What follows belongs to an exercise in optimizing a design on an open flow for small area and a short achievable clock period; a production flow would make more cautious choices.
Function was not checked in any run shown here: the RTL went through the layout flow alone.
Power and IR drop assume default switching activity.

--- design/flow/config.mk ---
export PLATFORM = sky130hd
export DESIGN_NAME = wb_packer
export DESIGN_NICKNAME = wb_packer
export VERILOG_FILES = /design/flow/design.v
export SDC_FILE = /design/flow/constraint.sdc
export NUM_CORES = 4
export LEC_CHECK = 0
export CAP_MARGIN = 20
export CORE_MARGIN = 2
export CORE_UTILIZATION = 65
export CTS_CLUSTER_DIAMETER = 100
export CTS_CLUSTER_SIZE = 24
export SETUP_SLACK_MARGIN = 2.6
export SLEW_MARGIN = 20
export TNS_END_PERCENT = 100
--- design/flow/constraint.sdc ---
create_clock -name core_clock -period 5.0 [get_ports {clk}]
set_input_delay 1.0000 -clock core_clock [delete_from_list [all_inputs] [get_ports {clk}]]
set_output_delay 1.0000 -clock core_clock [all_outputs]
set_load 0.01 [all_outputs]
--- design/flow/design.v ---
package wb_packer_pkg;
  localparam int BURST_LEN = 8;
  localparam int HW_W      = 16;
  localparam int DATA_W    = HW_W * BURST_LEN;
  localparam int IDX_W     = $clog2(BURST_LEN);
  localparam int SLOTS     = 16;    
endpackage
module wb_fifo #(
  parameter int SLOTS = 16,
  parameter int LANES = 8,
  parameter int HW_W  = 16
) (
  input  logic                    clk,
  input  logic [SLOTS*LANES-1:0]  we,      
  input  logic [HW_W-1:0]         din,
  input  logic [SLOTS-1:0]        rsel,    
  output logic [LANES*HW_W-1:0]   dout
);
  logic [SLOTS-1:0][LANES-1:0][HW_W-1:0] mem;
  for (genvar j = 0; j < SLOTS; j++) begin : g_slot
    for (genvar l = 0; l < LANES; l++) begin : g_lane
      always_ff @(posedge clk) begin
        if (we[j*LANES+l]) mem[j][l] <= din;
      end
    end
  end
  always_comb begin
    dout = '0;
    for (int j = 0; j < SLOTS; j++)
      dout = dout | ({(LANES*HW_W){rsel[j]}} & mem[j]);
  end
endmodule
module wb_packer #(
  parameter int DEPTH  = 16,
  parameter int ADDR_W = 16
) (
  input  logic              clk,
  input  logic              rst_n,
  input  logic              op_start,
  input  logic [ADDR_W-1:0] base_addr,
  input  logic              output_en,
  input  logic [wb_packer_pkg::HW_W-1:0] output_data,
  input  logic              gemm_finish,
  output logic              wr_valid,
  input  logic              wr_ready,
  output logic [wb_packer_pkg::DATA_W-1:0] wr_data,
  output logic [wb_packer_pkg::BURST_LEN-1:0] wr_strb,
  output logic [ADDR_W-1:0] wr_addr,
  output logic              wr_last,
  output logic              busy,
  output logic              overflow,
  output logic [15:0]       word_count
);
  localparam int NS    = wb_packer_pkg::SLOTS;
  localparam int LANES = wb_packer_pkg::BURST_LEN;
  localparam int HW_W  = wb_packer_pkg::HW_W;
  localparam int DW    = wb_packer_pkg::DATA_W;
  logic             gf_q, flush_pending;
  logic [LANES-1:0] lt;          
  logic [2:0]       pm;          
  logic [NS-1:0]    ws;          
  logic [NS-1:0]    rs;          
  logic [DEPTH:2]   qt;          
  logic [NS-1:0]    meta_last;   
  logic [NS-1:0][2:0] meta_m;    
  logic [LANES-1:0] nx_strb;     
  logic             nx_last;     
  logic fin_rise, n8, nz, flush_go, push, acc, pop, load, avail, take, go;
  logic ring_has, full_q, up, down;
  logic [LANES-1:0] push_strb, head_strb;
  logic             head_last;
  assign ring_has = qt[2];
  assign full_q   = qt[DEPTH];
  assign fin_rise = gemm_finish & ~gf_q;
  assign n8       = ~lt[LANES-1];
  assign nz       = ~lt[0];
  assign go       = output_en & ~op_start;
  assign flush_go = flush_pending & ~output_en & ~op_start;
  assign push     = (go & n8) | (flush_go & nz);
  assign acc      = push & (~full_q | wr_ready);
  assign pop      = wr_valid & wr_ready;
  assign load     = ~wr_valid | wr_ready;
  assign avail    = ring_has | push;
  assign take     = load & avail;
  assign up       = acc & ~pop;
  assign down     = pop & ~acc;
  assign push_strb = ~lt;
  assign head_strb = {LANES{avail}} & (ring_has ? nx_strb : push_strb);
  assign head_last = avail & (ring_has ? nx_last : ~output_en);
  logic [NS*LANES-1:0] we;
  logic [DW-1:0]       rd;
  logic [NS-1:0]       ws_next, rs_next;
  logic                roll_keep, roll_drop;
  assign ws_next   = {ws[NS-2:0], ws[NS-1]};
  assign rs_next   = {rs[NS-2:0], rs[NS-1]};
  assign roll_keep = go & n8 & (~full_q | wr_ready);
  assign roll_drop = go & n8 & full_q & ~wr_ready;
  always_comb begin
    for (int j = 0; j < NS; j++) begin
      we[j*LANES] = (ws[j] & lt[0]) | (roll_keep & ws_next[j]) | (roll_drop & ws[j]);
      for (int l = 1; l < LANES; l++)
        we[j*LANES+l] = ws[j] & lt[l];
    end
  end
  wb_fifo #(.SLOTS(NS), .LANES(LANES), .HW_W(HW_W)) u_fifo (
    .clk  (clk),
    .we   (we),
    .din  (output_data),
    .rsel (rs),
    .dout (rd)
  );
  always_ff @(posedge clk) begin
    for (int j = 0; j < NS; j++) begin
      if (ws[j]) begin
        meta_m[j]    <= pm;
        meta_last[j] <= ~output_en;
      end
    end
  end
  logic [2:0]       nx_m_d;
  logic             nx_last_d;
  logic [NS-1:0]    rs_d;
  logic [LANES-1:0] nx_strb_d;
  assign rs_d = take ? rs_next : rs;
  always_comb begin
    nx_m_d    = pm;
    nx_last_d = ~output_en;
    for (int j = 0; j < NS; j++) begin
      if (rs_d[j] && !ws[j]) begin
        nx_m_d    = meta_m[j];
        nx_last_d = meta_last[j];
      end
    end
    for (int l = 0; l < LANES; l++)
      nx_strb_d[l] = (3'(l) <= nx_m_d);
  end
  always_ff @(posedge clk or negedge rst_n) begin
    if (!rst_n) begin
      gf_q          <= 1'b0;
      flush_pending <= 1'b0;
      lt            <= '1;
      pm            <= 3'd7;
      ws            <= NS'(1);
      rs            <= NS'(1);
      qt            <= '0;
      nx_strb       <= '0;
      nx_last       <= 1'b0;
    end else begin
      gf_q    <= gemm_finish;
      nx_strb <= nx_strb_d;
      nx_last <= nx_last_d;
      if (op_start) begin
        lt            <= '1;
        pm            <= 3'd7;
        flush_pending <= 1'b0;
      end else if (output_en) begin
        lt <= n8 ? {{(LANES-1){1'b1}}, 1'b0} : {lt[LANES-2:0], 1'b0};
        pm <= pm + 3'd1;
        if (fin_rise) flush_pending <= 1'b1;
      end else begin
        if (flush_pending) begin
          lt <= '1;
          pm <= 3'd7;
        end
        flush_pending <= fin_rise;
      end
      if (acc)  ws <= ws_next;
      if (take) rs <= rs_next;
      for (int k = 2; k <= DEPTH; k++) begin
        if (up)   qt[k] <= (k == 2) ? wr_valid : qt[k-1];
        if (down) qt[k] <= (k == DEPTH) ? 1'b0 : qt[k+1];
      end
    end
  end
  logic busy_d, nz_d, fp_d;
  assign nz_d   = ~op_start & (output_en | (nz & ~flush_pending));
  assign fp_d   = ~op_start & (output_en ? (flush_pending | fin_rise) : fin_rise);
  assign busy_d = nz_d | fp_d | (load ? avail : wr_valid);
  always_ff @(posedge clk or negedge rst_n) begin
    if (!rst_n) begin
      wr_valid <= 1'b0;
      wr_data  <= '0;
      wr_strb  <= '0;
      wr_last  <= 1'b0;
      busy     <= 1'b0;
    end else begin
      busy <= busy_d;
      if (load) begin
        wr_valid <= avail;
        wr_strb  <= head_strb;
        wr_last  <= head_last;
        for (int l = 0; l < LANES; l++)
          wr_data[l*HW_W +: HW_W] <= head_strb[l] ? rd[l*HW_W +: HW_W] : '0;
      end
    end
  end
  always_ff @(posedge clk or negedge rst_n) begin
    if (!rst_n) begin
      wr_addr    <= '0;
      word_count <= '0;
      overflow   <= 1'b0;
    end else if (op_start) begin
      wr_addr    <= base_addr;
      word_count <= '0;
      overflow   <= 1'b0;
    end else begin
      if (pop) begin
        wr_addr <= wr_addr + 1'b1;
        if (word_count != 16'hFFFF) word_count <= word_count + 1'b1;
      end
      if (push && full_q && !wr_ready) overflow <= 1'b1;
    end
  end
endmodule
--- design/flow/run.sh ---
#!/bin/bash
# synth_recipe.tcl (not shown) runs the flow's synth.tcl, then flattens the netlist and writes it again
# the make line also repeats each setting of config.mk as NAME=value (left out here)
make -C /OpenROAD-flow-scripts/flow DESIGN_CONFIG=/design/flow/config.mk WORK_HOME=/design/flow/orfs CLKGATE_MAP_FILE= SYNTH_SCRIPT=/design/flow/synth_recipe.tcl finish
==> results.txt, run 1 <==
* Area post-placement at 0.0903 sq mm
* Syn_nets at 4870
* Post-synth ARST share at 0.102
* Internal power at 28.2 mW
* Initial antenna violation count at 11
* Top routing layer in use: met4
* Combinational group share of total power at 0.085
* Routed via count at 50300
* Worst-path fanout max at 12
* Initial core utilization at 0.653
* Stages on worst setup path at 11
* Clock Path Buffers at 3
* Status: no timing/DRC/antenna violations
* Rows at 133
* Sw power at 8.96 mW
* Worst-margin pin slew at 1250 ps
* Post-route setup slack at 2180 ps
* Crit Path Category: in -> reg
* Share of layout cells above drive strength 1 at 0.146
* Hold slack final at 218 ps
* Share of the synthesized area in the top cell type at 0.740
* First-pass detailed-route iteration total at 6
* P_leak at 31.5 nW
* Part of the power in the clock network at 0.272
* Clock root buffer: clkbuf_16
* Slowest-stage cell, CP: a2111oi_2
* Setup slack, reg-to-reg at 2190 ps
* # DRC at 0
* Worst EP arrival at 3460 ps
* Die Area at 0.135 sq mm
* CTS hold repair buffers at 0
* Syn_area_per_cell at 17.7 sq um
* Sequential power share at 0.643
* Drt total wl at 249000 microns
* Initial DRC Count at 7521
* Path depth of the worst reg2reg path at 10
* Final hold vios at 0
* Skew-Pair Late Insertion Delay at 790 ps
* Reg2reg end: nx_strb[1]
* Largest stage delay, worst path at 350 ps
* Layout Nets at 5143
* Dominant cells by area after synthesis: edfxtp_1, dfrtp_1, a22oi_1
* Clk sinks at 2353
* Chip width at 367 microns
* Final instance area at 0.0946 sq mm
* Bufs and invs on worst path at 3
* Setup TNS at 0 ps
* Dpl hpwl at 125000 microns
* H-tree levels at 3
* Slew headroom at 0.168
* CP endpoint: nx_strb[1]
* Met1 wire length at 93400 microns
* RSZ-0062 raised after global routing: true
* Die Span Y at 367 microns
* Routed Antenna Nets at 0
* Core area at 0.131 sq mm
* Area growth, synth to finish at 10.4%
* Crit path cell chain: dlygate4sd2_1 > nor3b_4 > o311a_4 > buf_12 > buf_4 > mux2i_4 > and3b_1 > a2111oi_2 > o2111ai_2 > o2bb2ai_4 > nand3_1
* Delay-heaviest family, CP: compound AO/OA/AOI/OAI gates
* Largest net degree at the start of global routing at 129
* Ys flop type: edfxtp_1
* Most common cell in the netlist: edfxtp_1
* Max Cap Viol at 0
* Port bufs at 209
* Met3 routed wirelength at 27100 microns
* Clock skew at 36.7 ps
* Synth area leader: edfxtp_1
* Tcrit/Tclk final at 0.564
* Ports at 210
* Distinct cell type count after synthesis at 73
* Gr usage total at 0.364
* Setup WS pre-CTS at 722 ps
* Post-synth EDFFs at 2112
* Final setup fails at 0
* Num CTS Buffers at 108
* CP endpoint kind: flop
* Synthesized netlist cell count at 4828
* Netlist Area Pre-Place at 0.0857 sq mm
* Worst vdd ir at 0.000393 V
* Gpl congestion at 0.896
* Syn. warnings at 2
* #FFs+latches synth at 2353
* Max frequency at 0.355 GHz
* CTS tree: done
* Via density at 7.24
* Worst-path clk slew at 100 ps
* Routed len/inst at 35.9 microns
* Max-slew violations at 0
* Tmin final at 2820 ps
* Global-route wire length before repair at 347000 microns
* Nature of the critical path startpoint: input pin
* Worst hold path type: in -> async
* Sw Ratio at 0.241
* Crit. Startpoint: output_en
* Residual overflow from global routing at 0
* Vias in the first global route at 47400
* Top cells by count, synth: edfxtp_1, a22oi_1, a22o_1
* Register area share after synthesis at 0.811
* CP required at 5650 ps
* Reg-to-Reg Start: lt[7]
* Power Density at 393 mW/mm^2
* DR WL met2 at 120000 microns
## layout make-up
class	instances	area, sq um
clock inverters	7	138
diodes	7	17.5
inverters	17	67.6
flip-flops and latches	2353	69600
multi-input cells	2148	15500
well taps	1755	2200
repair buffers	473	4050
clock buffers	197	3060
fillers	8142	36600
## power by group through the flow
| stage | combinational, mW | sequential [mW] | clock, mW |
|---|---|---|---|
| after floorplan | 1.30 | 24.1 | 0 |
| after global placement | 2.86 | 24.2 | 0 |
| after detailed placement | 2.93 | 24.3 | 0 |
| after CTS | 3.02 | 23.9 | 10.1 |
| after global routing | 3.23 | 24.0 | 10.8 |
| final | 3.16 | 23.9 | 10.1 |
## placed cells by master, fill, tap and decap left out, types with 15 or more instances in the layout
master and count:
o21ai_1 19, a32o_1 46, clkdlybuf4s50_1 17, edfxtp_1 2112
nor2_1 121, dfrtp_1 185, o21ai_0 116, nand4_1 137
dfrtp_4 15, clkbuf_16 111, mux2_2 19, buf_4 218
nor2b_1 17, buf_2 149, clkbuf_1 88, and2_2 30
xor2_1 24, mux2i_1 24, buf_12 29, dfrtp_2 28
buf_6 33, and2_1 82, nand2_1 209, nand3_1 99
a22oi_1 494, a221oi_1 271, a22o_1 270
## per-layer routing
layer,up-vias,track usage
met2,3488,0.587
met3,453,0.0490
met4,0,0.116
met5,-,0
li1,20300,-
met1,26100,0.525
## cells by family (layout without fill, tap and decap cells)
family,Yosys count,after routing,synth area share
xor gates and xnor gates,31,31,0.00317
and+or+nand+nor,761,761,0.0445
adders and majority gates,4,4,0.000584
DFF,2353,2353,0.811
AOI/OAI and AO/OA,1292,1293,0.119
muxes,58,58,0.00759
buffers and inverters,328,694,0.0146
other,1,8,0.0000438
## sequential cells by signal, indices dropped and copies added, names as in the netlist, 3 cells and up
register and count:
word_count 16, meta_m 48, rs 16, lt 8
wr_strb 8, pm 3, nx_strb 8, u_fifo.mem 2048
qt 15, ws 16, meta_last 16, wr_data 128
wr_addr 16
## how the worst min path moves through the flow
stage / slack [ps] / cells after the start / to / startpoint
floorplan: 470 / 2 / qt[16] / qt[16]
global placement: 460 / 2 / wr_data[109] / wr_data[109]
detailed placement: 460 / 2 / wr_strb[3] / wr_strb[3]
CTS: 210 / 1 / wr_addr[3] / rst_n
global route: 240 / 1 / wr_addr[6] / rst_n
finish: 220 / 1 / wr_addr[3] / rst_n
## what timing repair did
action                                 in CTS  in global routing
buffers inserted                           98                 26
setup endpoints to repair                 565                221
gates resized for setup                   796                 44
gates cloned                                2                  2
pin swaps                                   5                  7
endpoints found under the hold margin       0                  0
## through the flow
step	cells	power [mW]	utilization
after floorplan	4828	25.4	-
after global placement	6611	27.1	0.688
after detailed placement	6616	27.3	0.689
after CTS	6920	37.0	0.717
after global routing	6952	38.0	0.721
final	6957	37.1	0.721
==> run 2, diff against run 1 <==
--- a/design/flow/config.mk
+++ b/design/flow/config.mk
@@ -9,3 +9,3 @@
 export CORE_MARGIN = 2
-export CORE_UTILIZATION = 65
+export CORE_UTILIZATION = 62
 export CTS_CLUSTER_DIAMETER = 100
@@ -14,2 +14 @@
 export SLEW_MARGIN = 20
-export TNS_END_PERCENT = 100
==> results.txt, run 2 <==
* Initial antenna violation count at 7 (was 11)
* Max reg flops at 2048 (unchanged)
* Gr usage total at 0.358 (was 0.364)
* Max-slew violations at 0 (unchanged)
* Drt total wl at 256000 microns (was 249000 microns)
* Netlist Area Pre-Place at 0.0857 sq mm (unchanged)
* Delay-heaviest family, CP: compound AO/OA/AOI/OAI gates (unchanged)
* Worst-path clk slew at 110 ps (was 100 ps)
* Crit path cell chain: nor2b_4 > o311a_4 > buf_12 > buf_8 > mux2_4 > or4_4 > a22oi_2 > nor4_4 > a21oi_2 > nand3_1 (was dlygate4sd2_1 > nor3b_4 > o311a_4 > buf_12 > buf_4 > mux2i_4 > and3b_1 > a2111oi_2 > o2111ai_2 > o2bb2ai_4 > nand3_1)
* Tcrit/Tclk final at 0.580 (was 0.564)
* Gpl congestion at 0.879 (was 0.896)
* Num CTS Buffers at 108 (unchanged)
* Top cells by count, synth: edfxtp_1, a22oi_1, a22o_1 (unchanged)
* Sequential power share at 0.642 (was 0.643)
* Vias in the first global route at 47500 (was 47400)
* Layout Nets at 5190 (was 5143)
* # DRC at 0 (unchanged)
* Largest stage delay, worst path at 640 ps (was 350 ps)
* P_leak at 31.8 nW (was 31.5 nW)
* Residual overflow from global routing at 0 (unchanged)
* Status: no timing/DRC/antenna violations (unchanged)
* Area growth, synth to finish at 11.1% (was 10.4%)
* Final hold vios at 0 (unchanged)
* Area post-placement at 0.0905 sq mm (was 0.0903 sq mm)
* Sw Ratio at 0.241 (about the same)
* Top Registers: u_fifo.mem x2048, wr_data x128, meta_m x48 (unchanged)
* Most frequent cells in the layout: edfxtp_1, a22oi_1, a221oi_1, a22o_1, buf_4 (unchanged)
* Syn. warnings at 2 (unchanged)
* Power Density at 391 mW/mm^2 (was 393 mW/mm^2)
* Share of the synthesized area in the top cell type at 0.740 (unchanged)
* Tmin final at 2900 ps (was 2820 ps)
* CTS tree: done (unchanged)
* CP required at 5650 ps (about the same)
* Share of layout cells above drive strength 1 at 0.154 (was 0.146)
* Combinational group share of total power at 0.085 (about the same)
* Skew-Pair Late Insertion Delay at 770 ps (was 790 ps)
* Setup slack, reg-to-reg at 2100 ps (was 2190 ps)
* H-tree levels at 3 (unchanged)
* Dominant cells by area after synthesis: edfxtp_1, dfrtp_1, a22oi_1 (unchanged)
* Register area share after synthesis at 0.811 (unchanged)
* Port bufs at 209 (unchanged)
* Reg-to-Reg Start: lt[7] (unchanged)
* Worst hold path type: in -> async (unchanged)
* Most common cell in the netlist: edfxtp_1 (unchanged)
* Bufs and invs on worst path at 2 (was 3)
* Largest net degree at the start of global routing at 99 (was 129)
* Routed len/inst at 36.4 microns (was 35.9 microns)
* Global-route wire length before repair at 355000 microns (was 347000 microns)
* Final setup fails at 0 (unchanged)
* Core area at 0.137 sq mm (was 0.131 sq mm)
* Worst EP arrival at 3550 ps (was 3460 ps)
* Most common cell after layout, fill and taps aside: edfxtp_1 (unchanged)
* CTS hold repair buffers at 0 (unchanged)
* Worst-margin pin slew at 1230 ps (was 1250 ps)
* Clk sinks at 2353 (unchanged)
* Post-synth ARST share at 0.102 (unchanged)
* Max frequency at 0.345 GHz (was 0.355 GHz)
* Initial DRC Count at 7561 (was 7521)
* Crit Path Category: reg -> reg (was in -> reg)
* Ys flop type: edfxtp_1 (unchanged)
* First-pass detailed-route iteration total at 6 (unchanged)
* Routed via count at 50400 (was 50300)
* Synthesized netlist cell count at 4828 (unchanged)
* Largest Register: u_fifo.mem (unchanged)
* Stages on worst setup path at 10 (was 11)
* Internal power at 28.2 mW (about the same)
* Die Area at 0.141 sq mm (was 0.135 sq mm)
* Final instance area at 0.0952 sq mm (was 0.0946 sq mm)
* Worst vdd ir at 0.000366 V (was 0.000393 V)
* Routed Antenna Nets at 0 (unchanged)
* Post-synth EDFFs at 2112 (unchanged)
* Worst-path fanout max at 5 (was 12)
* Distinct cell type count after synthesis at 73 (unchanged)
* Ports at 210 (unchanged)
* Setup TNS at 0 ps (unchanged)
* Synth area leader: edfxtp_1 (unchanged)
* Sw power at 8.97 mW (was 8.96 mW)
* RSZ-0062 raised after global routing: true (unchanged)
* Nature of the critical path startpoint: flop (was input pin)
* Via density at 7.16 (was 7.24)
* Clock Path Buffers at 3 (unchanged)
* Die Span Y at 376 microns (was 367 microns)
* Max Cap Viol at 0 (unchanged)
* Slew headroom at 0.178 (was 0.168)
* Chip width at 376 microns (was 367 microns)
* Initial core utilization at 0.624 (was 0.653)
* CP endpoint kind: flop (unchanged)
* Reg2reg end: nx_strb[1] (unchanged)
* Clock skew at 36.9 ps (was 36.7 ps)
* Slowest-stage cell, CP: dfstp_4 (was a2111oi_2)
* Clock root buffer: clkbuf_16 (unchanged)
* #FFs+latches synth at 2353 (unchanged)
* Syn_nets at 4870 (unchanged)
* Path depth of the worst reg2reg path at 10 (unchanged)
* Syn_area_per_cell at 17.7 sq um (unchanged)
* Rows at 136 (was 133)
* Filler Cell Count at 8942 (was 8142)
* Part of the power in the clock network at 0.273 (was 0.272)
* Dpl hpwl at 127000 microns (was 125000 microns)
## run 2: area by class of cell
type,count,area (sq um),share of cell area
diodes,5,12.5,0.000131
clock buffers,200,3090,0.0325
clock inverters,5,83.8,0.000881
inverters,17,63.8,0.000670
multi-input cells,2148,15600,0.163
flip-flops and latches,2353,69600,0.731
well taps,1794,2240,0.0236
repair buffers,520,4590,0.0482
## run 2: cell families (layout without fill, tap and decap cells)
kind of cell	after synthesis	in the layout	share of synthesized area
AOI/OAI and AO/OA	1292	1293	0.119
xor gates and xnor gates	31	31	0.00317
adders and majority gates	4	4	0.000584
buffers and inverters	328	742	0.0146
DFF	2353	2353	0.811
muxes	58	58	0.00759
other	1	6	0.0000438
and+or+nand+nor	761	761	0.0445
## run 2: worst reg2reg max path: stages (launching register included)
cell and delay (ps):
dfstp_4 640, nor2b_4 50, o311a_4 340, buf_12 160, buf_8 130, mux2_4 330
or4_4 420, a22oi_2 240, nor4_4 90, a21oi_2 260, nand3_1 130
## run 2: power groups by stage
stage               registers (mW)  clock network [mW]  logic, mW
floorplan                     24.1                   0       1.30
global placement              24.3                   0       2.85
detailed placement            24.3                   0       2.90
CTS                           23.9                10.2       3.11
global route                  24.0                10.8       3.27
finish                        23.9                10.1       3.18
## run 2: per-layer routing
layer,vias up,wire length (microns),track usage
li1,20400,-,-
met3,470,25000,0.0476
met5,-,49,0
met1,26400,98400,0.514
met4,8,9640,0.112
met2,3217,123000,0.580
## run 2: timing repair
action	in CTS	in global routing
pin swaps	17	13
gates cloned	7	1
buffers inserted	121	30
gates resized for setup	814	28
setup endpoints to repair	762	109
## run 2: worst max-delay path by stage
stage,startpoint,to
after global placement,wr_ready,nx_strb[7]
after global routing,lt[7],nx_strb[1]
after detailed placement,wr_ready,nx_strb[7]
final,lt[7],nx_strb[1]
after CTS,lt[7],nx_strb[1]
after floorplan,output_en,nx_strb[7]
## run 2: metrics by stage
stage                      util  std cells  hold WS, ps  setup slack, ps  total power, mW
after global placement    0.658       6670          460              793             27.1
after floorplan               -       4828          467             1880             25.4
after detailed placement  0.659       6672          465              755             27.2
after CTS                 0.690       7005          264             2180             37.2
final                     0.693       7042          222             2100             37.2
after global routing      0.693       7037          278             2040             38.1
==> run 3, diff against run 2 <==
--- a/design/flow/design.v
+++ b/design/flow/design.v
@@ -119,19 +119,27 @@
   end
-  logic [2:0]       nx_m_d;
-  logic             nx_last_d;
-  logic [NS-1:0]    rs_d;
-  logic [LANES-1:0] nx_strb_d;
-  assign rs_d = take ? rs_next : rs;
+  logic [LANES-1:0] nx_strb_d, keep_strb, adv_strb;
+  logic             nx_last_d, keep_last, adv_last, keep_hit, adv_hit;
+  logic [2:0]       keep_m, adv_m;
   always_comb begin
-    nx_m_d    = pm;
-    nx_last_d = ~output_en;
+    keep_m = '0; keep_last = 1'b0; keep_hit = 1'b0;
+    adv_m  = '0; adv_last  = 1'b0; adv_hit  = 1'b0;
     for (int j = 0; j < NS; j++) begin
-      if (rs_d[j] && !ws[j]) begin
-        nx_m_d    = meta_m[j];
-        nx_last_d = meta_last[j];
-      end
-    end
-    for (int l = 0; l < LANES; l++)
-      nx_strb_d[l] = (3'(l) <= nx_m_d);
-  end
+      if (rs[j] && !ws[j]) begin
+        keep_m    = keep_m | meta_m[j];
+        keep_last = keep_last | meta_last[j];
+        keep_hit  = 1'b1;
+      end
+      if (rs_next[j] && !ws[j]) begin
+        adv_m    = adv_m | meta_m[j];
+        adv_last = adv_last | meta_last[j];
+        adv_hit  = 1'b1;
+      end
+    end
+    for (int l = 0; l < LANES; l++) begin
+      keep_strb[l] = keep_hit ? (3'(l) <= keep_m) : ~lt[l];
+      adv_strb[l]  = adv_hit  ? (3'(l) <= adv_m)  : ~lt[l];
+    end
+  end
+  assign nx_strb_d = take ? adv_strb : keep_strb;
+  assign nx_last_d = take ? (adv_hit ? adv_last : ~output_en) : (keep_hit ? keep_last : ~output_en);
   always_ff @(posedge clk or negedge rst_n) begin
--- a/design/flow/config.mk
+++ b/design/flow/config.mk
@@ -9,3 +9,3 @@
 export CORE_MARGIN = 2
-export CORE_UTILIZATION = 62
+export CORE_UTILIZATION = 65
 export CTS_CLUSTER_DIAMETER = 100
@@ -14 +14,2 @@
 export SLEW_MARGIN = 20
+export TNS_END_PERCENT = 100
==> results.txt, run 3 <==
* Num CTS Buffers at 108 (unchanged)
* Gpl congestion at 0.925 (was 0.879)
* P_leak at 31.5 nW (was 31.8 nW)
* Clock root buffer: clkbuf_16 (unchanged)
* Filler Cell Count at 8171 (was 8942)
* H-tree levels at 3 (unchanged)
* Area post-placement at 0.0905 sq mm (about the same)
* Sw power at 7.70 mW (was 8.97 mW)
* Setup TNS at 0 ps (unchanged)
* Slowest-stage cell, CP: dfrtp_2 (was dfstp_4)
* Top Registers: u_fifo.mem x2048, wr_data x128, meta_m x48 (unchanged)
* Dpl hpwl at 132000 microns (was 127000 microns)
* Reg area at 0.0696 sq mm (about the same)
* Syn. warnings at 2 (unchanged)
* Crit. Startpoint: wr_data[89] (was lt[7])
* Overall power at 34.6 mW (was 37.2 mW)
* Max-slew violations at 0 (unchanged)
* Register area share after synthesis at 0.807 (was 0.811)
* Worst-path fanout max at 2 (was 5)
* Ports at 210 (unchanged)
* Combinational group share of total power at 0.057 (was 0.085)
* Bufs and invs on worst path at 1 (was 2)
* Initial antenna violation count at 6 (was 7)
* Gr usage total at 0.381 (was 0.358)
* Largest Register: u_fifo.mem (unchanged)
* Global-route wire length before repair at 362000 microns (was 355000 microns)
* CP required at 4000 ps (was 5650 ps)
* Power Density at 365 mW/mm^2 (was 391 mW/mm^2)
* Initial DRC Count at 8390 (was 7561)
* Most common cell after layout, fill and taps aside: edfxtp_1 (unchanged)
* CP endpoint: wr_data[89] (was nx_strb[1])
* Routed len/inst at 37.0 microns (was 36.4 microns)
* Worst hold path type: in -> async (unchanged)
* #FFs+latches synth at 2353 (unchanged)
* Synthesized netlist cell count at 4873 (was 4828)
* Die Span Y at 368 microns (was 376 microns)
* Status: no timing/DRC/antenna violations (unchanged)
* Tmin final at 2480 ps (was 2900 ps)
* Share of layout cells above drive strength 1 at 0.145 (was 0.154)
* RSZ-0062 raised after global routing: true (unchanged)
* Crit Path Category: reg -> out (was reg -> reg)
* Routed Antenna Nets at 0 (unchanged)
* Final hold vios at 0 (unchanged)
* Main combinational cell family by area after synthesis: compound AO/OA/AOI/OAI gates (unchanged)
* Dominant cells by area after synthesis: edfxtp_1, dfrtp_1, a22oi_1 (unchanged)
* Synth Area in Simple Gates at 0.0515 (was 0.0445)
* Max Cap Viol at 0 (unchanged)
* Setup slack, reg-to-reg at 2540 ps (was 2100 ps)
* Reg2reg end: nx_strb[3] (was nx_strb[1])
* Largest stage delay, worst path at 560 ps (was 640 ps)
* Final setup fails at 0 (unchanged)
* Final Core Density at 0.722 (was 0.693)
* Die Area at 0.135 sq mm (was 0.141 sq mm)
* Drt total wl at 260000 microns (was 256000 microns)
* Residual overflow from global routing at 0 (unchanged)
* Clock skew at 32.0 ps (was 36.9 ps)
* Mux share of post-synthesis cell area at 0.00369 (was 0.00759)
* First-pass detailed-route iteration total at 7 (was 6)
* Vias in the first global route at 48400 (was 47500)
* Via density at 7.31 (was 7.16)
* Post-synth EDFFs at 2112 (unchanged)
* Internal power at 26.9 mW (was 28.2 mW)
* Max frequency at 0.404 GHz (was 0.345 GHz)
* Most frequent cells in the layout: edfxtp_1, a22oi_1, a22o_1, a221oi_1, buf_4 (was edfxtp_1, a22oi_1, a221oi_1, a22o_1, buf_4)
* Routed via count at 51200 (was 50400)
* Part of the power in the clock network at 0.293 (was 0.273)
* Synth area leader: edfxtp_1 (unchanged)
* CTS hold repair buffers at 0 (unchanged)
* CTS tree: done (unchanged)
* CP endpoint kind: primary output (was flop)
* Area growth, synth to finish at 10.3% (was 11.1%)
* Synth Area in Adders at 0.000582 (was 0.000584)
* Post-synth ARST share at 0.102 (unchanged)
* Syn_area_per_cell at 17.7 sq um (about the same)
* Top cells by count, synth: edfxtp_1, a22oi_1, a22o_1 (unchanged)
* Worst-margin pin slew at 1320 ps (was 1230 ps)
* Most common cell in the netlist: edfxtp_1 (unchanged)
* XOR/XNOR Fraction of Synth Area at 0.00285 (was 0.00317)
* Compound-Gate Fraction of Synth Area at 0.119 (about the same)
* Syn_nets at 4915 (was 4870)
* Distinct cell type count after synthesis at 55 (was 73)
* Sw Ratio at 0.223 (was 0.241)
* # DRC at 0 (unchanged)
* Area of the multi-input gates at 0.0156 sq mm (about the same)
* Clk sinks at 2353 (unchanged)
* Worst-path clk slew at 100 ps (was 110 ps)
* Rows at 133 (was 136)
* Crit path cell chain: buf_6 (was nor2b_4 > o311a_4 > buf_12 > buf_8 > mux2_4 > or4_4 > a22oi_2 > nor4_4 > a21oi_2 > nand3_1)
* Worst vdd ir at 0.000334 V (was 0.000366 V)
* Initial core utilization at 0.655 (was 0.624)
* Share of the synthesized area in the top cell type at 0.737 (was 0.740)
* Tcrit/Tclk final at 0.495 (was 0.580)
* Slew headroom at 0.122 (was 0.178)
* Worst EP arrival at 1480 ps (was 3550 ps)
* Nature of the critical path startpoint: flop (unchanged)
* Port bufs at 209 (unchanged)
* Netlist Area Pre-Place at 0.0861 sq mm (was 0.0857 sq mm)
* Largest net degree at the start of global routing at 100 (was 99)
* Core area at 0.131 sq mm (was 0.137 sq mm)
* Final instance area at 0.0949 sq mm (was 0.0952 sq mm)
* Sequential power share at 0.651 (was 0.642)
* Clock Path Buffers at 3 (unchanged)
* Path depth of the worst reg2reg path at 7 (was 10)
* Stages on worst setup path at 1 (was 10)
* Ys flop type: edfxtp_1 (unchanged)
* Skew-Pair Late Insertion Delay at 770 ps (about the same)
* Max reg flops at 2048 (unchanged)
* Reg-to-Reg Start: rs[5] (was lt[7])
* Chip width at 368 microns (was 376 microns)
* Layout Nets at 5194 (was 5190)
* Delay-heaviest family, CP: flip-flops (was compound AO/OA/AOI/OAI gates)
-- run 3: changes by cell type in the layout (fill, tap and decap cells not counted), sizes merged, moves of 9 or more --
cell | previous run | this run
inv | 20 | 9
and3b | 1 | 60
buf | 493 | 466
nor2b | 21 | 34
and4 | 2 | 11
a2111oi | 4 | 21
a22oi | 495 | 516
nor3 | 12 | 3
mux2i | 37 | 16
-- run 3: timing repair --
item | CTS | global route
resized for setup | 813 | 50
pin swaps | 2 | 5
buffers inserted | 98 | 31
endpoints found under the setup margin | 848 | 344
gates cloned | 1 | 1
-- run 3: kinds of logic (layout without fill, tap and decap cells) --
| logic type | after synthesis | after routing |
|---|---|---|
| flip-flops | 2353 | 2353 |
| AND/OR/NAND/NOR | 832 | 832 |
| other | 0 | 8 |
| XOR/XNOR | 28 | 28 |
| buffers and inverters | 328 | 700 |
| adder cells (fa/ha/maj) | 4 | 4 |
| multiplexers | 30 | 30 |
| AO/OA/AOI/OAI | 1298 | 1299 |
-- run 3: layer usage --
metal	GRT usage	wire length [microns]	up-vias
met5	0	69	-
met1	0.549	97000	26500
met2	0.594	122000	3676
li1	-	-	20500
met3	0.0774	31100	495
met4	0.122	9570	10
-- run 3: power groups by stage --
stage                     combinational, mW  clock (mW)  sequential (mW)
final                                  1.96        10.1             22.5
after global placement                 1.72           0             23.0
after CTS                              1.86        10.2             22.5
after global routing                   2.04        10.8             22.6
after detailed placement               1.75           0             23.0
after floorplan                       0.751           0             22.8
-- run 3: worst min-delay path by stage --
stage / startpoint / endpoint / slack [ps] / cells past startpoint
after floorplan: lt[0] / nx_strb[0] / 450 / 1
after CTS: rst_n / wr_data[23] / 270 / 1
final: rst_n / wr_data[23] / 220 / 1
after global routing: rst_n / wr_data[17] / 260 / 1
after detailed placement: wr_strb[6] / wr_strb[6] / 460 / 2
after global placement: wr_strb[6] / wr_strb[6] / 460 / 2
-- run 3: through the flow --
| step | setup slack, ps | std cells | hold slack [ps] |
|---|---|---|---|
| finish | 2520 | 7009 | 216 |
| global route | 2490 | 7003 | 262 |
| CTS | 2450 | 6967 | 272 |
| detailed placement | 1070 | 6664 | 463 |
| global placement | 1140 | 6663 | 459 |
| floorplan | 2210 | 4873 | 449 |
-- run 3: layout make-up --
type	count	share of cell area
flip-flops and latches	2353	0.734
multi-input cells	2193	0.164
repair buffers	490	0.0449
clock buffers	198	0.0327
well taps	1755	0.0231
clock inverters	6	0.000818
inverters	6	0.000264
diodes	8	0.000211

re-timing with driven ports:
The flow's constraints put no driver on any port. The routed layouts listed below were extracted and timed again, unchanged, in two steps. Step 1, drivers: a clkbuf_16 drives clk and a buf_2 each remaining input, both assumed. Step 2 also shifts input and output timing later by t, the mid clock arrival at the registers, as if the neighbouring blocks saw the same clock. a / b / c = ideal / step 1 / step 2; a / b = the first two.
run | t, ns | setup slack, ns | worst register clock-pin slew, ns | cell pins on the clock port's net
run 1 | 0.859 | 2.182 / 2.194 / 1.378 | 0.10 / 0.10 | 1
run 2 | 0.840 | 2.102 / 2.102 / 1.369 | 0.11 / 0.11 | 1
run 3 | 0.847 | 2.523 / 2.433 / 1.826 | 0.11 / 0.11 | 1
After both steps every run listed still meets setup and hold. For run 1, which loses most, drivers alone change the setup slack by +0.012 ns; drivers and shift together by -0.804 ns.
